From an optimization exercise on the open Yosys and OpenROAD flow, aimed at small area; shortcuts taken in it are not production practice. Function was checked by simulation only, so behaviour that the tests miss may differ from the original. Power is estimated from default activity; no workload was simulated.

==> v22 <==
==> flow/design.v (excerpt) <==
module dsi_pattern_top (
	input  logic               clk,
	input  logic               i_rst_n,
	output logic               o_lcd_en_vcc,
	output logic               o_lcd_en_vsp,
	output logic               o_lcd_en_vsn,
	output logic               o_lcd_reset,
	output logic               o_lp_en,
	output logic               o_hs_en,
	output dsi_pkg::dsi_word_t o_link_a,
	output dsi_pkg::dsi_word_t o_link_b
);
export LEC_CHECK = 0
export ABC_AREA = 1
export CAP_MARGIN = 20
export CORE_MARGIN = 2
export CORE_UTILIZATION = 60
export SLEW_MARGIN = 20
create_clock -name core_clock -period 16.0 [get_ports {clk}]
standard.sh (not shown) runs the stock make flow with config.mk's settings and CLKGATE_MAP_FILE= SYNTH_SCRIPT=/design/flow/synth_recipe.tcl, a recipe that flattens the netlist after the stock synthesis.
==> flow/flow/run.sh <==
#!/bin/bash
# Standard layout, with two changes:
#  - after the standard synthesis, its combinational logic is mapped again for
#    area (the flip-flops, their names and cell types are left as they are):
#    twelve ABC runs with different seeds, four at a time, the smallest result
#    is kept;
#  - the port buffers are the smallest buffer cell, not the one buffer_ports
#    picks by default.
# Each tool's output goes to a log of its own in the work folder.
set -euo pipefail
W=$(pwd)
R=$W/orfs/results/$FLOW_PLATFORM/dsi_pattern_top/base
LIB=$FLOW_HOME/platforms/$FLOW_PLATFORM/lib/sky130_fd_sc_hd__tt_025C_1v80.lib

bash standard.sh synth > "$W/log_1_synth.log" 2>&1
cp "$R/1_2_yosys.v" "$W/std_synth.v"

mkdir -p "$W/remap"
for s in 1 2 3 4 5 6 7 8 9 10 11 12; do
	sed -e "s/@S1@/$s/" -e "s/@S2@/$((s + 20))/" "$W/flow/remap.abc" > "$W/remap/remap_$s.abc"
	sed -e "s#@LIB@#$LIB#g" -e "s#@IN@#$W/std_synth.v#" -e "s#@OUT@#$W/remap/remapped_$s.v#" \
		-e "s#@TOP@#$FLOW_TOP#" -e "s#@ABC@#$W/remap/remap_$s.abc#" "$W/flow/remap.ys" > "$W/remap/remap_$s.ys"
	yosys -s "$W/remap/remap_$s.ys" > "$W/log_1_remap_$s.log" 2>&1 &
	if (( s % 4 == 0 )); then
		wait
	fi
done
wait
best=""
best_area=""
for s in 1 2 3 4 5 6 7 8 9 10 11 12; do
	a=$(grep "Chip area for module" "$W/log_1_remap_$s.log" | tail -1 | awk '{print $NF}')
	[[ -n "$a" && -f "$W/remap/remapped_$s.v" ]] || continue
	if [[ -z "$best" ]] || awk -v a="$a" -v b="$best_area" 'BEGIN { exit !(a < b) }'; then
		best=$s
		best_area=$a
	fi
done
[[ -n "$best" ]]
echo "remap: kept run $best, area $best_area" > "$W/log_1_remap_choice.log"
cp "$W/remap/remapped_$best.v" "$R/1_2_yosys.v"
rm -f "$R/1_synth.odb" "$R/1_synth.sdc"

BUFFER_PORTS_ARGS="-buffer_cell sky130_fd_sc_hd__buf_1" bash standard.sh finish > "$W/log_2_layout.log" 2>&1
Other scripts of this flow, unchanged in this note and not shown: flow/flow/remap.abc, flow/flow/remap.ys
==> inputs of v1, as changes to v22 <==
--- a/flow/flow/run.sh
+++ b/flow/flow/run.sh
@@ -4,3 +4,3 @@
 #    area (the flip-flops, their names and cell types are left as they are):
-#    twelve ABC runs with different seeds, four at a time, the smallest result
+#    eight ABC runs with different seeds, four at a time, the smallest result
 #    is kept;
@@ -18,4 +18,4 @@
 mkdir -p "$W/remap"
-for s in 1 2 3 4 5 6 7 8 9 10 11 12; do
-	sed -e "s/@S1@/$s/" -e "s/@S2@/$((s + 20))/" "$W/flow/remap.abc" > "$W/remap/remap_$s.abc"
+for s in 1 2 3 4 5 6 7 8; do
+	sed -e "s/@S1@/$s/" -e "s/@S2@/$((s + 10))/" "$W/flow/remap.abc" > "$W/remap/remap_$s.abc"
 	sed -e "s#@LIB@#$LIB#g" -e "s#@IN@#$W/std_synth.v#" -e "s#@OUT@#$W/remap/remapped_$s.v#" \
@@ -23,3 +23,3 @@
 	yosys -s "$W/remap/remap_$s.ys" > "$W/log_1_remap_$s.log" 2>&1 &
-	if (( s % 4 == 0 )); then
+	if [[ $s == 4 ]]; then
 		wait
@@ -30,3 +30,3 @@
 best_area=""
-for s in 1 2 3 4 5 6 7 8 9 10 11 12; do
+for s in 1 2 3 4 5 6 7 8; do
 	a=$(grep "Chip area for module" "$W/log_1_remap_$s.log" | tail -1 | awk '{print $NF}')
==> run summary <==
| item | v1 | v22 |
|---|---|---|
| Average cell area after synthesis | 5.18 um2 | 5.09 um2 |
| Flip-flop and latch share of the layout cell area | 0.137 | 0.136 |
| Number of buffers and inverters on the critical path | 6 | 5 |
| Fraction of the core area covered by cells at the end of the flow | 0.740 | 0.744 |
| Post-detailed-placement half-perimeter wirelength | 10900 um | 10700 um |
| Worst Clk Skew | 0.00549 ns | 0.00146 ns |
| Power Density | 31.7 nW/um2 | 30.7 nW/um2 |
| Met3 usage in global routing | 0.0486 | 0.128 |
| Run status | timing/DRC/antenna clean | timing/DRC/antenna clean |
| Post-synth net total | 608 | 626 |
| Startpoint of the most critical register-to-register path | p[1] | c[1] |
| Post-layout total power | 0.119 mW | 0.117 mW |
| Lkg Pwr | 1.93 nW | 1.97 nW |
| Die Footprint | 5820 um2 | 5890 um2 |
| Average wire length per cell after detail routing | 17.0 um | 16.2 um |

* * *

==> try-raven <==
Starting RTL as in the previous note.
Settings: LEC_CHECK=0, ABC_AREA=1, CAP_MARGIN=20, CORE_MARGIN=2, CORE_UTILIZATION=60, SLEW_MARGIN=20; clock period 16.0 ns.
==> flow/flow/run.sh <==
#!/bin/bash
# Standard layout, with two changes:
#  - after the standard synthesis, its combinational logic is mapped again for
#    area (the flip-flops, their names and cell types are left as they are):
#    twenty ABC runs, four at a time: twelve of two optimisation rounds and
#    eight of three, each with its own seeds; the smallest result is kept;
#  - the port buffers are the smallest buffer cell, not the one buffer_ports
#    picks by default.
# Each tool's output goes to a log of its own in the work folder.
set -euo pipefail
W=$(pwd)
R=$W/orfs/results/$FLOW_PLATFORM/dsi_pattern_top/base
LIB=$FLOW_HOME/platforms/$FLOW_PLATFORM/lib/sky130_fd_sc_hd__tt_025C_1v80.lib

bash standard.sh synth > "$W/log_1_synth.log" 2>&1
cp "$R/1_2_yosys.v" "$W/std_synth.v"

mkdir -p "$W/remap"
for s in $(seq 1 20); do
	if (( s <= 12 )); then
		sed -e "s/@S1@/$s/" -e "s/@S2@/$((s + 10))/" "$W/flow/remap.abc" > "$W/remap/remap_$s.abc"
	else
		sed -e "s/@S1@/$((s + 20))/" -e "s/@S2@/$((s + 40))/" -e "s/@S3@/$((s + 60))/" "$W/flow/remap3.abc" > "$W/remap/remap_$s.abc"
	fi
	sed -e "s#@LIB@#$LIB#g" -e "s#@IN@#$W/std_synth.v#" -e "s#@OUT@#$W/remap/remapped_$s.v#" \
		-e "s#@TOP@#$FLOW_TOP#" -e "s#@ABC@#$W/remap/remap_$s.abc#" "$W/flow/remap.ys" > "$W/remap/remap_$s.ys"
	yosys -s "$W/remap/remap_$s.ys" > "$W/log_1_remap_$s.log" 2>&1 &
	if (( s % 4 == 0 )); then
		wait
	fi
done
wait
best=""
best_area=""
for s in $(seq 1 20); do
	a=$(grep "Chip area for module" "$W/log_1_remap_$s.log" | tail -1 | awk '{print $NF}')
	[[ -n "$a" && -f "$W/remap/remapped_$s.v" ]] || continue
	if [[ -z "$best" ]] || awk -v a="$a" -v b="$best_area" 'BEGIN { exit !(a < b) }'; then
		best=$s
		best_area=$a
	fi
done
[[ -n "$best" ]]
echo "remap: kept run $best, area $best_area" > "$W/log_1_remap_choice.log"
cp "$W/remap/remapped_$best.v" "$R/1_2_yosys.v"
rm -f "$R/1_synth.odb" "$R/1_synth.sdc"

BUFFER_PORTS_ARGS="-buffer_cell sky130_fd_sc_hd__buf_1" bash standard.sh finish > "$W/log_2_layout.log" 2>&1
==> flow/flow/remap3.abc <==
strash
&get -n
&deepsyn -T 40 -S @S1@
&put
dch
map -a
strash
&get -n
&deepsyn -T 40 -S @S2@
&put
dch
map -a
strash
&get -n
&deepsyn -T 40 -S @S3@
&put
dch
map -a
Other scripts of this flow, unchanged in this note and not shown: flow/flow/remap.abc, flow/flow/remap.ys
==> try-ember (differences from try-raven) <==
--- a/flow/flow/run.sh
+++ b/flow/flow/run.sh
@@ -4,4 +4,4 @@
 #    area (the flip-flops, their names and cell types are left as they are):
-#    twenty ABC runs, four at a time: twelve of two optimisation rounds and
-#    eight of three, each with its own seeds; the smallest result is kept;
+#    twenty ABC runs with different seeds, four at a time, the smallest result
+#    is kept;
 #  - the port buffers are the smallest buffer cell, not the one buffer_ports
@@ -19,7 +19,3 @@
 for s in $(seq 1 20); do
-	if (( s <= 12 )); then
-		sed -e "s/@S1@/$s/" -e "s/@S2@/$((s + 10))/" "$W/flow/remap.abc" > "$W/remap/remap_$s.abc"
-	else
-		sed -e "s/@S1@/$((s + 20))/" -e "s/@S2@/$((s + 40))/" -e "s/@S3@/$((s + 60))/" "$W/flow/remap3.abc" > "$W/remap/remap_$s.abc"
-	fi
+	sed -e "s/@S1@/$s/" -e "s/@S2@/$((s + 10))/" "$W/flow/remap.abc" > "$W/remap/remap_$s.abc"
 	sed -e "s#@LIB@#$LIB#g" -e "s#@IN@#$W/std_synth.v#" -e "s#@OUT@#$W/remap/remapped_$s.v#" \
CORE_UTILIZATION = 66   (was 60)
removed: flow/flow/remap3.abc
==> run summary <==
Between try-ember and try-raven, the lower first-iteration DRC count is in try-raven (gap 30%, measured against try-raven). In try-raven the worst hold slack is worse than in try-ember, by 5.5 ps. In try-ember the count of clock-buffer cells in the layout is lower than in try-raven, by 1. In try-raven the critical path depth is lower than in try-ember, by 2. Between try-raven and try-ember, the lower clock power is in try-ember (gap about 5%, measured against try-ember).
==> figures <==
	try-ember	try-raven
Outcome	finished clean	finished clean
Global-route track usage on met3	14.23%	9.597%
DRC violation total after the first TritonRoute iteration	1078	829
Static Leak	1.931 nW	1.959 nW
Die Width	72.94 um	76.42 um
Total Nets Final	743	747
Worst rel slew slack	33.81%	23.83%
Multi-input combinational cell area	2186 um^2	2200 um^2
Final critical path time including I/O delays and setup	7747 ps	8211 ps
Post-Syn Area	3137 um^2	3147 um^2
Share of the final layout cell area in multi-input gates	58.47%	58.39%
Sequential share of cell area	13.79%	13.68%

separate check: timing with driven ports:
No port has a modelled driver above. Below, the same layouts with a new extraction and two added sets of constraints. Step 1 (the two cells are an assumption about what drives the block):
set clk [get_ports {clk}]
set_driving_cell -lib_cell sky130_fd_sc_hd__clkbuf_16 $clk
set_driving_cell -lib_cell sky130_fd_sc_hd__buf_2 [delete_from_list [all_inputs] $clk]
Step 2 moves the port delays by t, midway between the first and last clock arrival at a register: inputs arrive t later, outputs are due t later. That takes back most of the time a late clock gives input paths. Slacks: no drivers / after step 1 / after step 2; pairs: no drivers / after step 1.
run | t (ns) | setup WS [ns] | clock arrival spread, ns | worst data-port slew with drivers (ns)
v22 | 0.292 | 8.305 / 8.279 / 8.571 | 0.001 / 0.002 | 0.03
v1 | 0.298 | 8.309 / 8.283 / 8.581 | 0.005 / 0.006 | 0.03
try-raven | 0.300 | 7.789 / 7.761 / 8.061 | 0.004 / 0.004 | 0.03
try-ember | 0.290 | 8.253 / 8.228 / 8.518 | 0.003 / 0.003 | 0.03
After both steps every run listed still meets setup and hold.
